What follows belongs to an exercise in optimizing a design on an open flow for small area, a short achievable clock period and few clock cycles per item; a production flow would make more cautious choices.
RTL that was checked went through simulation tests only; none was proved equivalent to the original.

==> run F: inputs <==
==> flow/design.v (excerpt) <==
module matmul_4x4_seq #(
  parameter int w         = 32,
  parameter int WIDTH_OUT = 2*w+2
) (
  input  logic                        clk,
  input  logic                        rst_n,
  input  logic                        in_valid,
  output logic                        in_ready,
  input  logic signed [w-1:0]         in_data,
  output logic                        out_valid,
  input  logic                        out_ready,
  output logic signed [WIDTH_OUT-1:0] out_data,
  output logic                        out_last,
  output logic                        busy
);
  logic       in_ready_q, in_hs, out_hs;
  logic [4:0] ecnt_q, ecnt_d;            
  logic       pend_q, pend_d;            
  logic       out_valid_q, out_last_q, busy_q;
  logic [3:0] ocnt_q;                    
  logic        v0_q;
  logic [4:0]  e0_q;
  logic [31:0] d0_q;
  logic [15:0] neg0_q, one0_q, two0_q;   
  logic [15:0] neg_d, one_d, two_d;
  logic [32:0] bx;
  logic        v1_q, clr1_q, last1_q;
  logic [65:0] s1_q [4];
  logic [65:0] c1_q [4];
  logic [65:0] s_w [4];
  logic [65:0] c_w [4];
  logic [31:0] a_q [16];
  logic [65:0] c_q [4][4];
  logic [65:0] acc_in [4];
  logic [65:0] new_c [4];
  logic        a_en, c_en;
  assign in_hs  = in_valid && in_ready_q;
  assign out_hs = out_valid_q && out_ready;
  always_comb begin
    ecnt_d = in_hs ? ecnt_q + 5'd1 : ecnt_q;
    pend_d = (pend_q && !(out_hs && out_last_q)) || (in_hs && ecnt_q == 5'd16);
  end
  always_ff @(posedge clk or negedge rst_n) begin
    if (!rst_n) begin
      in_ready_q  <= 1'b1;
      ecnt_q      <= '0;
      pend_q      <= 1'b0;
      v0_q        <= 1'b0;
      v1_q        <= 1'b0;
      out_valid_q <= 1'b0;
      out_last_q  <= 1'b0;
      ocnt_q      <= '0;
      busy_q      <= 1'b0;
    end else begin
      ecnt_q     <= ecnt_d;
      pend_q     <= pend_d;
      in_ready_q <= (ecnt_d != 5'd16) || !pend_d;
      v0_q       <= in_hs;
      v1_q       <= v0_q && e0_q[4];
      if (in_hs && ecnt_q == 5'd31) busy_q <= 1'b1;
      else if (out_hs && out_last_q) busy_q <= 1'b0;
      if (v1_q && last1_q) begin
        out_valid_q <= 1'b1;
        out_last_q  <= 1'b0;
        ocnt_q      <= '0;
      end else if (out_hs) begin
        ocnt_q     <= ocnt_q + 4'd1;
        out_last_q <= (ocnt_q == 4'd14);
        if (out_last_q) out_valid_q <= 1'b0;
      end
    end
  end
  ...
==> module matmul_4x4_seq, before the edit <==
module matmul_4x4_seq #(
  parameter int w         = 32,
  parameter int WIDTH_OUT = 2*w+2
) (
  input  logic                        clk,
  input  logic                        rst_n,
  input  logic                        in_valid,
  output logic                        in_ready,
  input  logic signed [w-1:0]         in_data,
  output logic                        out_valid,
  input  logic                        out_ready,
  output logic signed [WIDTH_OUT-1:0] out_data,
  output logic                        out_last,
  output logic                        busy
);
  logic       in_ready_q, in_hs, out_hs;
  logic [4:0] ecnt_q, ecnt_d;            
  logic       pend_q, pend_d;            
  logic       out_valid_q, out_last_q, busy_q;
  logic [3:0] ocnt_q;                    
  logic        v0_q;
  logic [4:0]  e0_q;
  logic [31:0] d0_q;
  logic [15:0] neg0_q, one0_q, two0_q;   
  logic [15:0] neg_d, one_d, two_d;
  logic [32:0] bx;
  logic        v1_q, clr1_q, last1_q;
  logic [65:0] s1_q [4];
  logic [65:0] c1_q [4];
  logic [65:0] s_w [4];
  logic [65:0] c_w [4];
  logic [31:0] a_q [16];
  logic [65:0] c_q [4][4];
  logic [65:0] acc_in [4];
  logic [65:0] new_c [4];
  logic        a_en, c_en;
  assign in_hs  = in_valid && in_ready_q;
  assign out_hs = out_valid_q && out_ready;
  always_comb begin
    ecnt_d = in_hs ? ecnt_q + 5'd1 : ecnt_q;
    pend_d = (pend_q && !(out_hs && out_last_q)) || (in_hs && ecnt_q == 5'd16);
  end
  always_ff @(posedge clk or negedge rst_n) begin
    if (!rst_n) begin
      in_ready_q  <= 1'b1;
      ecnt_q      <= '0;
      pend_q      <= 1'b0;
      v0_q        <= 1'b0;
      v1_q        <= 1'b0;
      out_valid_q <= 1'b0;
      out_last_q  <= 1'b0;
      ocnt_q      <= '0;
      busy_q      <= 1'b0;
    end else begin
      ecnt_q     <= ecnt_d;
      pend_q     <= pend_d;
      in_ready_q <= (ecnt_d != 5'd16) || !pend_d;
      v0_q       <= in_hs;
      v1_q       <= v0_q && e0_q[4];
      if (in_hs && ecnt_q == 5'd31) busy_q <= 1'b1;
      else if (out_hs && out_last_q) busy_q <= 1'b0;
      if (v1_q && last1_q) begin
        out_valid_q <= 1'b1;
        out_last_q  <= 1'b0;
        ocnt_q      <= '0;
      end else if (out_hs) begin
        ocnt_q     <= ocnt_q + 4'd1;
        out_last_q <= (ocnt_q == 4'd14);
        if (out_last_q) out_valid_q <= 1'b0;
      end
    end
  end
  always_comb begin
    bx = {in_data, 1'b0};
    for (int j = 0; j < 16; j++) begin
      one_d[j] = bx[2*j+1] ^ bx[2*j];
      two_d[j] = (bx[2*j+2] & ~bx[2*j+1] & ~bx[2*j]) | (~bx[2*j+2] & bx[2*j+1] & bx[2*j]);
      neg_d[j] = bx[2*j+2] & ~(bx[2*j+1] & bx[2*j]);
    end
  end
  always_ff @(posedge clk) begin
    e0_q   <= ecnt_q;
    d0_q   <= in_data;
    neg0_q <= neg_d;
    one0_q <= one_d;
    two0_q <= two_d;
  end
  assign a_en = v0_q && (!e0_q[4] || e0_q[1:0] == 2'd3);
  always_ff @(posedge clk) begin
    if (a_en) begin
      for (int p = 0; p < 15; p++) a_q[p] <= a_q[p+1];
      a_q[15] <= d0_q;
    end
  end
  for (genvar i = 0; i < 4; i++) begin : g_mul
    mm_mul_cs u_mul (
      .a   (a_q[4*i]),
      .neg (neg0_q),
      .one (one0_q),
      .two (two0_q),
      .s   (s_w[i]),
      .c   (c_w[i])
    );
  end
  always_ff @(posedge clk) begin
    clr1_q  <= (e0_q[3:2] == 2'd0);
    last1_q <= (e0_q == 5'd31);
    for (int i = 0; i < 4; i++) begin
      s1_q[i] <= s_w[i];
      c1_q[i] <= c_w[i];
    end
  end
  for (genvar i = 0; i < 4; i++) begin : g_acc
    assign acc_in[i] = clr1_q ? '0 : c_q[i][0];
    assign new_c[i]  = (acc_in[i] ^ s1_q[i] ^ c1_q[i]) +
                       {(acc_in[i][64:0] & s1_q[i][64:0]) | (acc_in[i][64:0] & c1_q[i][64:0]) |
                        (s1_q[i][64:0] & c1_q[i][64:0]), 1'b0};
  end
  assign c_en = v1_q || out_hs;
  always_ff @(posedge clk) begin
    if (c_en) begin
      for (int i = 0; i < 4; i++) begin
        for (int r = 0; r < 3; r++) c_q[i][r] <= c_q[i][r+1];
        if (v1_q)       c_q[i][3] <= new_c[i];
        else if (i < 3) c_q[i][3] <= c_q[(i+1)%4][0];
      end
    end
  end
  assign in_ready  = in_ready_q;
  assign out_valid = out_valid_q;
  assign out_data  = c_q[0][0];
  assign out_last  = out_last_q;
  assign busy      = busy_q;
endmodule
export LEC_CHECK = 0
export CAP_MARGIN = 20
export CORE_MARGIN = 2
export CORE_UTILIZATION = 40
export SLEW_MARGIN = 20
create_clock -name core_clock -period 12.0 [get_ports {clk}]
run.sh (not shown) runs the stock make flow with config.mk's settings and CLKGATE_MAP_FILE= SYNTH_SCRIPT=/design/flow/synth_recipe.tcl, a recipe that flattens the netlist after the stock synthesis.
==> run K: changes against run F <==
--- a/flow/design.v
+++ b/flow/design.v
@@ -3233,5 +3233,11 @@
   logic [4:0] ecnt_q, ecnt_d;            
-  logic       pend_q, pend_d;            
+  logic       drain_left;                
+  logic       blk0, s0_free;             
   logic       out_valid_q, out_last_q, busy_q;
   logic [3:0] ocnt_q;                    
+  logic        vs_q, vs_d;
+  logic [4:0]  es_q;
+  logic [31:0] ds_q;
+  logic [31:0] d_in;
+  logic [4:0]  e_in;
   logic        v0_q;
@@ -3255,4 +3261,9 @@
   always_comb begin
-    ecnt_d = in_hs ? ecnt_q + 5'd1 : ecnt_q;
-    pend_d = (pend_q && !(out_hs && out_last_q)) || (in_hs && ecnt_q == 5'd16);
+    ecnt_d     = in_hs ? ecnt_q + 5'd1 : ecnt_q;
+    drain_left = out_valid_q && !(out_hs && out_last_q);
+    blk0       = v0_q && e0_q == 5'd16 && drain_left;
+    s0_free    = !blk0;
+    vs_d       = s0_free ? 1'b0 : (vs_q || in_hs);
+    d_in       = vs_q ? ds_q : in_data;
+    e_in       = vs_q ? es_q : ecnt_q;
   end
@@ -3262,3 +3273,3 @@
       ecnt_q      <= '0;
-      pend_q      <= 1'b0;
+      vs_q        <= 1'b0;
       v0_q        <= 1'b0;
@@ -3271,6 +3282,6 @@
       ecnt_q     <= ecnt_d;
-      pend_q     <= pend_d;
-      in_ready_q <= (ecnt_d != 5'd16) || !pend_d;
-      v0_q       <= in_hs;
-      v1_q       <= v0_q && e0_q[4];
+      vs_q       <= vs_d;
+      in_ready_q <= !vs_d;
+      if (s0_free) v0_q <= vs_q || in_hs;
+      v1_q       <= v0_q && s0_free && e0_q[4];
       if (in_hs && ecnt_q == 5'd31) busy_q <= 1'b1;
@@ -3289,3 +3300,3 @@
   always_comb begin
-    bx = {in_data, 1'b0};
+    bx = {d_in, 1'b0};
     for (int j = 0; j < 16; j++) begin
@@ -3297,9 +3308,15 @@
   always_ff @(posedge clk) begin
-    e0_q   <= ecnt_q;
-    d0_q   <= in_data;
-    neg0_q <= neg_d;
-    one0_q <= one_d;
-    two0_q <= two_d;
+    if (s0_free) begin
+      e0_q   <= e_in;
+      d0_q   <= d_in;
+      neg0_q <= neg_d;
+      one0_q <= one_d;
+      two0_q <= two_d;
+    end
+    if (!s0_free && !vs_q) begin
+      es_q <= ecnt_q;
+      ds_q <= in_data;
+    end
   end
-  assign a_en = v0_q && (!e0_q[4] || e0_q[1:0] == 2'd3);
+  assign a_en = v0_q && s0_free && (!e0_q[4] || e0_q[1:0] == 2'd3);
   always_ff @(posedge clk) begin
==> reports/results.ini <==
[status]
status = timing/DRC/antenna clean

[cells_and_area]
nNetsFinal = 17021

[logic_synthesis]
synth_edf_count = 1688

[critical_path]
path_depth = 15

[floorplanning]
die_h_um = 658
start_util_pct = 40.1

[placement]
routabilityCongestion = 0.918

(the above is from run K)
==> reports/results.ini <==
[status]
status = timing/DRC/antenna clean

[placement]
routabilityCongestion = 0.944

[logic_synthesis]
synth_edf_count = 1568

[cells_and_area]
nNetsFinal = 16863

[floorplanning]
start_util_pct = 40.1
die_h_um = 653

(the above is from run F)
Testbench counts of run K, summed over its fixed seeds: cycles 2,192, jobs 64.
The RTL of run F was laid out without a check of its function.

## what the ideal ports hide
No port has a modelled driver above. Below, the same layouts with a new extraction and two added sets of constraints. Step 1: set_driving_cell puts a clkbuf_16 on clk and a buf_2 on each other input, an assumption about the parent block. Step 2 also shifts input and output timing later by t, the mid clock arrival at the registers, as if the neighbouring blocks saw the same clock. Three values: ideal, step 1, step 2; two values: the first two.
run | shift t [ns] | slack for setup (ns) | worst data-port slew with drivers (ns)
run F | 1.086 | 5.660 / 5.660 / 5.660 | 0.15
run K | 1.085 | 5.479 / 5.479 / 5.479 | 0.14
After both steps setup and hold are still met in every run listed.
